Context: an optimization exercise on an open-source flow, tuned for small area, a short achievable clock period and few clock cycles per item. The choices shown serve that exercise and are no tape-out recipe.
At most, simulation tests tie the RTL to the original design; equivalence was not proved.
Power is estimated from default activity; no workload was simulated.

Design cov_top, start of the top module:
module cov_top
#(
    parameter int NUM_SAMPLES = 8
) (
    input  logic        clk,
    input  logic        arst_n,
    input  logic [33:0] in_cmd,      
    input  logic        in_valid,
    output logic        in_ready,
    output logic [63:0] out_res,     
    output logic        out_valid,
    input  logic        out_ready,
    output logic        bad_cmd      
);
    logic               accept;
    logic               hold;
    logic               s_valid, s_start, s_last;
    logic signed [16:0] s_dx;
    logic [7:0]         s_neg, s_one, s_two;
    logic               last_take;
    logic [34:0]        acc_s, acc_c;
    logic               done;
    logic [32:0]        cov;
    logic               fill;
    assign in_ready = ~hold;
    assign accept   = in_valid & ~hold;
    assign fill     = last_take | (s_valid & s_last);
    cov_decode i_decode (
        .clk       (clk),
        .arst_n    (arst_n),
        .in_cmd    (in_cmd),
        .accept    (accept),
        .bad_cmd   (bad_cmd),
        .s_valid   (s_valid),
        .s_start   (s_start),
        .s_last    (s_last),
        .s_dx      (s_dx),
        .s_neg     (s_neg),
        .s_one     (s_one),
        .s_two     (s_two),
        .last_take (last_take)
    );
    cov_execute i_execute (
        .clk     (clk),
        .arst_n  (arst_n),
        .s_valid (s_valid),
        .s_start (s_start),
        .s_last  (s_last),
        .s_dx    (s_dx),
        .s_neg   (s_neg),
        .s_one   (s_one),
        .s_two   (s_two),
        .acc_s   (acc_s),
        .acc_c   (acc_c),
        .done    (done)
    );
    cov_result i_result (
        .clk       (clk),
        .arst_n    (arst_n),
        .acc_s     (acc_s),
        .acc_c     (acc_c),
        .done      (done),
        .fill      (fill),
        .cov       (cov),
        .out_valid (out_valid),
        .out_ready (out_ready),
        .hold      (hold)
    );
    assign out_res = {{15{cov[32]}}, cov, 16'(NUM_SAMPLES)};
endmodule
==> flow/config.mk <==
export PLATFORM = sky130hd
export DESIGN_NAME = cov_top
export DESIGN_NICKNAME = cov_top
export VERILOG_FILES = /design/flow/design.v
export SDC_FILE = /design/flow/constraint.sdc
export NUM_CORES = 4
export LEC_CHECK = 0
export ABC_AREA = 1
export CAP_MARGIN = 5
export CORE_MARGIN = 2
export CORE_UTILIZATION = 60
export CTS_BUF_LIST = sky130_fd_sc_hd__clkbuf_8
export SETUP_SLACK_MARGIN = 4.8
export SLEW_MARGIN = 5
export SYNTH_HIERARCHICAL = 1
==> flow/constraint.sdc <==
create_clock -name core_clock -period 8.0 [get_ports {clk}]
set_input_delay 1.6000 -clock core_clock [delete_from_list [all_inputs] [get_ports {clk}]]
set_output_delay 1.6000 -clock core_clock [all_outputs]
set_load 0.01 [all_outputs]
standard.sh (not shown) runs the stock make flow with config.mk's settings and CLKGATE_MAP_FILE= SYNTH_SCRIPT=/design/flow/synth_recipe.tcl, a recipe that flattens the netlist after the stock synthesis.
==> flow/flow/run.sh <==
#!/bin/bash
# The standard layout, with plain buffers (sky130_fd_sc_hd__buf_2) on the
# ports instead of the delay cells buffer_ports picks by itself.
set -euo pipefail
export BUFFER_PORTS_ARGS="-buffer_cell sky130_fd_sc_hd__buf_2"
bash standard.sh > standard.log 2>&1
Testbench counts at the start, summed over its fixed seeds: cycles 2,768, results 320.
Next try:
Settings changed: CAP_MARGIN 5 to 20, SETUP_SLACK_MARGIN 4.8 to 4.9, SLEW_MARGIN 5 to 20.
After rerunning: Worst setup slack gets worse by 0.013 ns; non-clock buffer count came out higher by 17; power grows by 1.7%; clock-buffer cell count went up by 2; cell count rose by 0.58%; utilization increases by 1.1 points; clock power went up by 7.1%; area after synthesis is unchanged; die area does not change.
Next try:
Settings changed: SETUP_SLACK_MARGIN 4.9 to 4.8.
The new run passed the timing, design-rule and antenna checks.
Clock-buffer cell count drops by 2.
Final area drops by 1.7%.
Wire length climbs by 0.78%.
Register-to-register slack improved by 0.03 ns.
Total power drops by 1.7%.
Next try:
==> flow/run.sh (new file) <==
#!/bin/bash
# synth_recipe.tcl (not shown) runs the flow's synth.tcl, then flattens the netlist and writes it again
# the make line also repeats each setting of config.mk as NAME=value (left out here)
make -C /OpenROAD-flow-scripts/flow DESIGN_CONFIG=/design/flow/config.mk WORK_HOME=/design/flow/orfs CLKGATE_MAP_FILE= SYNTH_SCRIPT=/design/flow/synth_recipe.tcl finish
Settings changed: CTS_BUF_LIST sky130_fd_sc_hd__clkbuf_8 to default, SETUP_SLACK_MARGIN 4.8 to 5.0.
removed: flow/flow/run.sh
removed: flow/standard.sh
- The changed run finished with timing, DRC and antenna clean
- worst hold slack hardly moves
- final area went up by 10%
- routed wire length climbs by 6.6%

========
Starting RTL as in the previous note.
Settings: LEC_CHECK=0, ABC_AREA=1, CAP_MARGIN=20, CORE_MARGIN=2, CORE_UTILIZATION=60, CTS_BUF_LIST=sky130_fd_sc_hd__clkbuf_8, PLACE_DENSITY=0.8, SETUP_SLACK_MARGIN=4.8, SLEW_MARGIN=20, SYNTH_HIERARCHICAL=1; clock period 8.0 ns.
==> flow/flow/run.sh <==
#!/bin/bash
# The standard layout, with plain buffers (sky130_fd_sc_hd__buf_2) on the
# ports instead of the delay cells buffer_ports picks by itself.
set -euo pipefail
export BUFFER_PORTS_ARGS="-buffer_cell sky130_fd_sc_hd__buf_2"
bash standard.sh > standard.log 2>&1
The first run went through all stages and came out clean.
Testbench counts at the start, summed over its fixed seeds: cycles 2,768, results 320.
Edit:
Settings changed: ABC_AREA 1 to 0, PLACE_DENSITY 0.8 to not set.
The new run went through all stages and came out clean.
Count of clock-buffer cells in the layout stays the same.
Maximum frequency fell slightly.
Global-route usage climbs by 0.33 points.
Clock skew is about the same.
Cell area came out higher slightly.
Routed wire length came out lower by a few percent.
Utilization grows by 3.1 points.
Total power climbs by a few percent.
Non-clock buffer count climbs by 54.
Die area fell by a few percent.
Clock power goes up by about a fifth.
Edit:
==> flow/flow/run.sh (replaced) <==
#!/bin/bash
# The standard layout, with plain buffers (sky130_fd_sc_hd__buf_1) on the
# ports instead of the delay cells buffer_ports picks by itself.
set -euo pipefail
export BUFFER_PORTS_ARGS="-buffer_cell sky130_fd_sc_hd__buf_1"
bash standard.sh > standard.log 2>&1
Settings changed: ABC_AREA 0 to 1.
After rerunning: The changed run finished with timing, DRC and antenna clean; power goes down by 3.5%; setup slack gains 110 ps; cell area shrinks by 1.0%; clock-buffer cell count came out higher by 3; non-clock buffer count goes down by 56; fmax grows by 3.6%; routed wire length climbs by 6.9%; via count rose by 19%; worst hold slack is worse by 10 ps; synthesized area goes up by 3.4%.

========
cov_top, a different RTL version from the one above (not shown whole).
Size in the first run: about 1800 cells after synthesis, roughly 180 flip-flops, ~110 I/O pins.
make LEC_CHECK=0 CAP_MARGIN=20 CORE_MARGIN=2 CORE_UTILIZATION=40 SETUP_SLACK_MARGIN=5.0 SLEW_MARGIN=20 SYNTH_HIERARCHICAL=1 finish   # period 8.0 ns
run.sh (not shown) runs the stock make flow with config.mk's settings and CLKGATE_MAP_FILE= SYNTH_SCRIPT=/design/flow/synth_recipe.tcl, a recipe that flattens the netlist after the stock synthesis.
Stock flow here: none of the scripts above is used.
The baseline passed the timing, design-rule and antenna checks.
Testbench counts at the start, summed over its fixed seeds: cycles 2,767, results 320.
Rerun with:
SETUP_SLACK_MARGIN = 4.5   (was 5.0)
What happened: Cell count went down by 4.0%. Worst hold slack gets better by 3.2 ps. Combinational power went down by 12%. Routed wire length went down by 8.3%. Die area stays the same. Setup slack gets worse by 97 ps. Clock skew went down by 6.7 ps. Sequential share of layout area went up by 1.8 points. Via count went down by 4.9%. Core utilization went down by 4.5 points. Final area went down by 9.5%.

========
Another version of the RTL of cov_top (not shown whole).
For scale: roughly 1700 cells after synthesis, roughly 180 flip-flops, ~110 I/O pins, roughly 0.018 mm2 of cells after synthesis.
Design cov_top, start of the top module:
module cov_top
#(
    parameter int NUM_SAMPLES = 8
) (
    input  logic        clk,
    input  logic        arst_n,
    input  logic [33:0] in_cmd,      
    input  logic        in_valid,
    output logic        in_ready,
    output logic [63:0] out_res,     
    output logic        out_valid,
    input  logic        out_ready,
    output logic        bad_cmd      
);
==> flow/config.mk <==
export PLATFORM = sky130hd
export DESIGN_NAME = cov_top
export DESIGN_NICKNAME = cov_top
export VERILOG_FILES = /design/flow/design.v
export SDC_FILE = /design/flow/constraint.sdc
export NUM_CORES = 4
export LEC_CHECK = 0
export CAP_MARGIN = 20
export CORE_MARGIN = 2
export CORE_UTILIZATION = 60
export SETUP_SLACK_MARGIN = 4.5
export SLEW_MARGIN = 20
export SYNTH_HIERARCHICAL = 1
==> flow/constraint.sdc <==
create_clock -name core_clock -period 8.0 [get_ports {clk}]
set_input_delay 1.6000 -clock core_clock [delete_from_list [all_inputs] [get_ports {clk}]]
set_output_delay 1.6000 -clock core_clock [all_outputs]
set_load 0.01 [all_outputs]
==> next run, changes <==
--- a/flow/config.mk
+++ b/flow/config.mk
@@ -6,7 +6,8 @@
 export NUM_CORES = 4
 export LEC_CHECK = 0
+export ABC_AREA = 1
 export CAP_MARGIN = 20
 export CORE_MARGIN = 2
-export CORE_UTILIZATION = 60
+export CORE_UTILIZATION = 40
 export SETUP_SLACK_MARGIN = 4.5
 export SLEW_MARGIN = 20
After rerunning: The new run completed with no timing, DRC or antenna violations; synthesized area went up by 5.6%; worst setup slack is better by 0.17 ns; wire length goes up by about 12%; sequential power went down by about 4%; hold slack improved by 0.019 ns; clock power hardly moves; power grows by about 3.2%.
==> next run, changes <==
--- a/flow/config.mk
+++ b/flow/config.mk
@@ -6,5 +6,4 @@
 export NUM_CORES = 4
 export LEC_CHECK = 0
-export ABC_AREA = 1
 export CAP_MARGIN = 20
 export CORE_MARGIN = 2
Power fell by a few percent.
Register-to-register slack loses 0.23 ns.
Die area fell by a few percent.
Fmax fell by a few percent.
Area after synthesis fell by a few percent.
Hold slack loses 0.017 ns.
Cell area fell by a few percent.
Function was not checked in any run of this note: the RTL went through the layout flow alone.

========
== v22 ==
RTL: one of the versions met above, not the one the previous note started from.
Size in the first run: about 2500 cells after synthesis, about 180 flip-flops, ~110 I/O pins, ~0.019 mm² of cells after synthesis.
## cov_top
module cov_top
#(
    parameter int NUM_SAMPLES = 8
) (
    input  logic        clk,
    input  logic        arst_n,
    input  logic [33:0] in_cmd,      
    input  logic        in_valid,
    output logic        in_ready,
    output logic [63:0] out_res,     
    output logic        out_valid,
    input  logic        out_ready,
    output logic        bad_cmd      
);
export LEC_CHECK = 0
export ABC_AREA = 1
export CAP_MARGIN = 20
export CORE_MARGIN = 2
export CORE_UTILIZATION = 60
export CTS_BUF_LIST = sky130_fd_sc_hd__clkbuf_8
export CTS_CLUSTER_SIZE = 30
export SETUP_SLACK_MARGIN = 4.8
export SLEW_MARGIN = 20
export SYNTH_HIERARCHICAL = 1
create_clock -name core_clock -period 8.0 [get_ports {clk}]
standard.sh (not shown) runs the stock make flow with config.mk's settings and CLKGATE_MAP_FILE= SYNTH_SCRIPT=/design/flow/synth_recipe.tcl, a recipe that flattens the netlist after the stock synthesis.
==> flow/flow/run.sh <==
#!/bin/bash
# The standard layout, with plain buffers (sky130_fd_sc_hd__buf_2) on the
# ports instead of the delay cells buffer_ports picks by itself.
set -euo pipefail
export BUFFER_PORTS_ARGS="-buffer_cell sky130_fd_sc_hd__buf_2"
bash standard.sh > standard.log 2>&1
v22 completed every stage of the flow, and the final layout passed the timing, design-rule and antenna checks.
Testbench counts of v22, summed over its fixed seeds: cycles 2,768, results 320.
--- input diff v22..v38 ---
==> flow/run.sh (new file) <==
#!/bin/bash
# synth_recipe.tcl (not shown) runs the flow's synth.tcl, then flattens the netlist and writes it again
# the make line also repeats each setting of config.mk as NAME=value (left out here)
make -C /OpenROAD-flow-scripts/flow DESIGN_CONFIG=/design/flow/config.mk WORK_HOME=/design/flow/orfs CLKGATE_MAP_FILE= SYNTH_SCRIPT=/design/flow/synth_recipe.tcl finish
-- flow/config.mk --
<<< v22, line 10
export CORE_MARGIN = 2
export CORE_UTILIZATION = 60
export CTS_BUF_LIST = sky130_fd_sc_hd__clkbuf_8
export CTS_CLUSTER_SIZE = 30
export SETUP_SLACK_MARGIN = 4.8
export SLEW_MARGIN = 20
export SYNTH_HIERARCHICAL = 1
>>> v38, line 10
export CORE_MARGIN = 2
export CORE_UTILIZATION = 60
export SETUP_SLACK_MARGIN = 4.5
export SLEW_MARGIN = 20
export SYNTH_HIERARCHICAL = 1
removed: flow/flow/run.sh
removed: flow/standard.sh
--- outcome ---
- Re part of the power in the clock network: v38 and v22 aren't equal, and the higher value belongs to v38.
- Run comparison: v38 timing endpoint of the critical path i_decode.s_dx[8]; v22 timing endpoint of the critical path i_execute.acc_s[16]
- v38 vs v22 — via count of the first global-routing pass dropped about 0.9%.
- Worst hold margin delta (v38 − v22): unfavourable
- For v22, the start-to-end type of the worst setup path was register to register, unlike v38, where it was input port to register.
- Compared with v22, in v38 register-to-register path setup slack went down 0.24 ns; overall die area closely matched the old numbers.
- v22 → v38: post-detailed-routing wire length went down, worst setup slack went down.
Inputs modified between v38 and v24:
-- flow/config.mk --
<<< v38, line 10
export CORE_MARGIN = 2
export CORE_UTILIZATION = 60
export SETUP_SLACK_MARGIN = 4.5
export SLEW_MARGIN = 20
export SYNTH_HIERARCHICAL = 1
>>> v24, line 10
export CORE_MARGIN = 2
export CORE_UTILIZATION = 60
export SETUP_SLACK_MARGIN = 4.8
export SLEW_MARGIN = 20
export SYNTH_HIERARCHICAL = 1
Notes after the runs:
Comparing the two runs side by side, v24 comes out behind v38 on overall power of the completed layout. Headroom to the max-slew limit: v24 higher than v38. Transition time at the pin with the least slew margin is higher on v38. The lower met3 wirelength from detailed routing came out of v38. [compare] base=v38 new=v24: hold path depth has remained practically unchanged, met2 track demand over resource in global routing has increased, shortest clock period the worst path allows after layout has decreased, static leakage has increased. For final-layout worst hold slack, v38 and v24 come out practically identical. v24 vs v38: share of total power in combinational logic up. Count of placed standard cells in the final layout, fillers left out: v24 vs v38 up 1.1%.
> inputs changed (v24 -> v13)
==> flow/flow/run.sh (new file) <==
#!/bin/bash
# The standard layout, with plain buffers (sky130_fd_sc_hd__buf_2) on the
# ports instead of the delay cells buffer_ports picks by itself.
set -euo pipefail
export BUFFER_PORTS_ARGS="-buffer_cell sky130_fd_sc_hd__buf_2"
bash standard.sh > standard.log 2>&1
==> flow/standard.sh (new file) <==
#!/bin/bash
# synth_recipe.tcl (not shown) runs the flow's synth.tcl, then flattens the netlist and writes it again
# the make line also repeats each setting of config.mk as NAME=value (left out here)
make -C /OpenROAD-flow-scripts/flow DESIGN_CONFIG=/design/flow/config.mk WORK_HOME=/design/flow/orfs CLKGATE_MAP_FILE= SYNTH_SCRIPT=/design/flow/synth_recipe.tcl "${@:-finish}"
removed: flow/run.sh
Notes after the runs:
On first-pass GRT wire length: between v13 and v24, it ends up lower for v13. v13: flow completed, timing, DRC and antenna clean. Relative to v24, fraction of standard cell area that is sequential has increased by 0.84 points in v13. Post-route cell area: v13 lower than v24. Between v13 and v24, the area fraction in compound gates after synthesis figures differ only marginally. Summary: with v24 as the reference, fmax in v13 moved up slightly. v13 -> v24: register-to-register setup slack flat.

separate check: timing with driven ports:
The results above use ideal ports. As a check the final layouts listed here were re-extracted and re-timed, cells and wires unchanged. Step 1, drivers: a clkbuf_16 drives clk and a buf_2 each remaining input, both assumed. Step 2 adds t to the input delays and takes it off the output delays; t is the mean of the earliest and latest rising clock arrival at the registers after step 1. Input paths then give back, and output paths get back, about the clock's delay inside the block. a / b / c = ideal ports / drivers / drivers and shift; a / b = the first two.
| run | t (ns) | setup slack, ns | clock arrival spread, ns | slew at the worst register clock pin (ns) |
|---|---|---|---|---|
| the first run of note 1 | 0.556 | 4.848 / 4.848 / 4.527 | 0.016 / 0.016 | 0.10 / 0.10 |
| the second run of note 1 | 0.551 | 4.835 / 4.835 / 4.535 | 0.024 / 0.024 | 0.11 / 0.11 |
| the third run of note 1 | 0.557 | 4.870 / 4.870 / 4.527 | 0.015 / 0.016 | 0.10 / 0.10 |
| the fourth run of note 1 | 0.508 | 4.812 / 4.812 / 4.583 | 0.013 / 0.014 | 0.08 / 0.08 |
| the first run of note 2 | 0.504 | 4.794 / 4.794 / 4.550 | 0.021 / 0.022 | 0.11 / 0.11 |
| the second run of note 2 | 0.548 | 4.737 / 4.737 / 4.309 | 0.018 / 0.018 | 0.11 / 0.11 |
| the third run of note 2 | 0.541 | 4.849 / 4.849 / 4.418 | 0.017 / 0.016 | 0.10 / 0.10 |
| the first run of note 3 | 0.512 | 4.599 / 4.599 / 4.343 | 0.022 / 0.021 | 0.09 / 0.09 |
| the second run of note 3 | 0.504 | 4.501 / 4.501 / 4.137 | 0.015 / 0.015 | 0.08 / 0.08 |
| the first run of note 4 | 0.492 | 4.441 / 4.441 / 4.128 | 0.013 / 0.013 | 0.08 / 0.08 |
| the second run of note 4 | 0.506 | 4.615 / 4.590 / 4.144 | 0.014 / 0.013 | 0.08 / 0.08 |
| the third run of note 4 | 0.497 | 4.385 / 4.385 / 4.143 | 0.014 / 0.014 | 0.08 / 0.08 |
| v22 | 0.557 | 4.870 / 4.870 / 4.527 | 0.015 / 0.016 | 0.10 / 0.10 |
| v38 | 0.488 | 4.615 / 4.568 / 4.156 | 0.013 / 0.013 | 0.07 / 0.07 |
| v24 | 0.510 | 4.820 / 4.764 / 4.483 | 0.016 / 0.016 | 0.08 / 0.08 |
| v13 | 0.502 | 4.847 / 4.847 / 4.526 | 0.009 / 0.010 | 0.07 / 0.07 |
After both steps setup and hold are still met in every run listed. The setup slack of the second run of note 4, which loses most, moves by -0.025 ns with the drivers and by -0.471 ns with both steps.
